What follows belongs to an exercise in optimizing a design on an open flow for small area; a production flow would make more cautious choices. RTL that was checked went through simulation tests only; none was proved equivalent to the original. Power and IR drop assume default switching activity.

run 1:
Design noc_bridge, start of the top module:
module noc_bridge
(
    input  wire logic        c,
    input  wire logic        rst,
    input  wire logic        cmd_w,
    input  wire logic [7:0]  data_w,
    input  wire logic [31:0] data_rd,
    output logic             cmd_r,
    output logic [7:0]       data_r,
    output logic             sel,
    output logic             rw,
    output logic [31:0]      addr,
    output logic [31:0]      data_wr
);
    logic        q_wr [0:3];
    logic [7:0]  q_id [0:3];
    logic [1:0]  q_nw [0:3];
    logic [31:0] q_a  [0:3];
    logic [31:0] q_d  [0:2];
    logic [1:0]  dw;       
    logic [1:0]  dr;       
    logic [3:0]  pc;       
    logic        pwr;      
    logic [2:0]  wp;       
    logic        act;
    logic [3:0]  b;        
    logic [2:0]  rp;       
    wire op_ok = cmd_w && (data_w == 8'h23 || data_w == 8'h63);
    wire done  = (pc == 4'd6 && !pwr) || pc == 4'd10;
    always_ff @(posedge c or posedge rst) begin
        if (rst) begin
            pc  <= '0;
            pwr <= 1'b0;
            wp  <= '0;
            dw  <= '0;
        end else begin
            if (pc == 4'd0) begin
                if (op_ok) begin
                    pc  <= 4'd1;
                    pwr <= data_w[6];
                end
            end else if (done) begin
                pc <= 4'd0;
                wp <= wp + 3'd1;
                if (pwr) dw <= (dw == 2'd2) ? 2'd0 : dw + 2'd1;
            end else begin
                pc <= pc + 4'd1;
            end
        end
    end
    wire [1:0]  h    = rp[1:0];
    wire        h_wr = q_wr[h];
    wire [7:0]  h_id = q_id[h];
    wire [1:0]  h_nw = q_nw[h];
    wire [31:0] h_a  = q_a[h];
    wire [31:0] h_d  = q_d[dr];
    wire last   = h_wr ? (b[0] == 1'b1) : (b == {h_nw, 2'b11});
    wire rd_cap = act && !h_wr && b[1:0] == 2'd2 && b[3:2] < h_nw;
    always_ff @(posedge c or posedge rst) begin
        if (rst) begin
            act <= 1'b0;
            b   <= '0;
            rp  <= '0;
            dr  <= '0;
        end else begin
            if (!act) begin
                b <= '0;
                if (rp != wp) act <= 1'b1;
            end else if (last) begin
                act <= 1'b0;
                rp  <= rp + 3'd1;
                if (h_wr) dr <= (dr == 2'd2) ? 2'd0 : dr + 2'd1;
            end else begin
                b <= b + 4'd1;
  ...
export LEC_CHECK = 0
export CAP_MARGIN = 20
export CORE_MARGIN = 2
export CORE_UTILIZATION = 40
export SLEW_MARGIN = 20
create_clock -name core_clock -period 5.0 [get_ports {c}]
run.sh (not shown) runs the stock make flow with config.mk's settings and CLKGATE_MAP_FILE= SYNTH_SCRIPT=/design/flow/synth_recipe.tcl, a recipe that flattens the netlist after the stock synthesis.
The inputs of run 2 differ from those of run 1 as listed below.
Settings: setting CTS_CLUSTER_SIZE to 25 for the first time; setting CTS_CLUSTER_DIAMETER to 100 for the first time.
[summary]
Run 1 and run 2 ended up with roughly the same met2 usage in global routing.
Measured against each other, run 1 and run 2 differ in cell area power density, the lower figure coming from run 2.
On combinational logic power, run 2 tracks run 1 almost exactly.
Here is what was changed in the inputs of run 3 compared with run 2.
Settings: swapping 100 for 60 in CTS_CLUSTER_DIAMETER; swapping 25 for 30 in CTS_CLUSTER_SIZE.
--- outcome ---
Relative contribution of combinational cells to total power is higher on run 2
Compared with run 2, in run 3 internal reg-to-reg setup slack grew by 0.06 ns, clock period minus final worst setup slack went up 0.016 ns, wire length reported by the detailed router now sits higher.
No functional check of the RTL was part of any run of this note.

---

## run R
noc_bridge, a different RTL version from the one above (not shown whole).
Size: ~120 I/O pins.
Settings: LEC_CHECK=0, CAP_MARGIN=20, CORE_MARGIN=2, CORE_UTILIZATION=70, PLACE_DENSITY=0.95, SLEW_MARGIN=20; clock period 5.0 ns.
standard.sh (not shown) runs the stock make flow with config.mk's settings and CLKGATE_MAP_FILE= SYNTH_SCRIPT=/design/flow/synth_recipe.tcl, a recipe that flattens the netlist after the stock synthesis.
==> flow/flow/run.sh <==
#!/bin/bash
# Standard layout, with the port buffers made of the smallest buffer cell and no dummy clock loads.
set -euo pipefail
bash standard.sh "BUFFER_PORTS_ARGS=-buffer_cell sky130_fd_sc_hd__buf_1" "CTS_ARGS=-sink_clustering_enable -repair_clock_nets -sink_clustering_size 18 -sink_clustering_max_diameter 60 -buf_list sky130_fd_sc_hd__clkbuf_8 -dont_use_dummy_load" finish > standard_flow.log 2>&1
Run R | stages: all done | timing, DRC, antenna: all pass
The inputs of run H differ from those of run R as listed below.
-- flow/config.mk --
<<< run R, line 10
export CORE_UTILIZATION = 70
export PLACE_DENSITY = 0.95
>>> run H, line 10
export CORE_UTILIZATION = 60
export PLACE_DENSITY = 0.9
Results
Number of pins with negative max-slew slack in the final report: run H vs run R identical
NOTE clock-buffer cell count run R->run H increased by a few percent
Against run R, worst setup timing slack at the placement stage in run H came out worse.
Run R → run H: wire length decreased by 2.8% relative to the old numbers; routed via count divided by cell count dropped about 5.3%; cell count went up.
Run H and run R ended up with roughly the same number of sequential cells.
In the reports for run R and run H, the smaller hold slack belongs to run H.
Run H does better than run R on reported net switching power.
The final critical delay including setup and external delays of run H was inferior to that of run R.

==> what the ideal ports hide <==
Ports are ideal in the flow. The routed layouts listed here were re-timed in OpenROAD.
Step 1 sets driving cells, clkbuf_16 on the clock port and buf_2 on the other inputs (assumed; they add their load-dependent delay and slew).
Step 2 moves the port delays by t, midway between the first and last clock arrival at a register: inputs arrive t later, outputs are due t later. That takes back most of the time a late clock gives input paths.
Three values: ideal ports, drivers, drivers and shift; two values: the first two.
run	shift t [ns]	setup WS [ns]	worst setup path after step 2	clock arrival spread, ns	worst slew at a driven data input, ns
run 1	0.542	0.245 / 0.193 / 0.735	register to output	0.017 / 0.017	0.05
run 2	0.546	0.224 / 0.173 / 0.719	register to output	0.013 / 0.014	0.05
run 3	0.585	0.208 / 0.157 / 0.742	register to output	0.020 / 0.020	0.05
run R	0.562	0.817 / 0.781 / 1.343	register to output	0.054 / 0.053	0.04
run H	0.564	0.711 / 0.673 / 1.237	register to output	0.038 / 0.038	0.06
After both steps setup and hold are still met in every run listed.
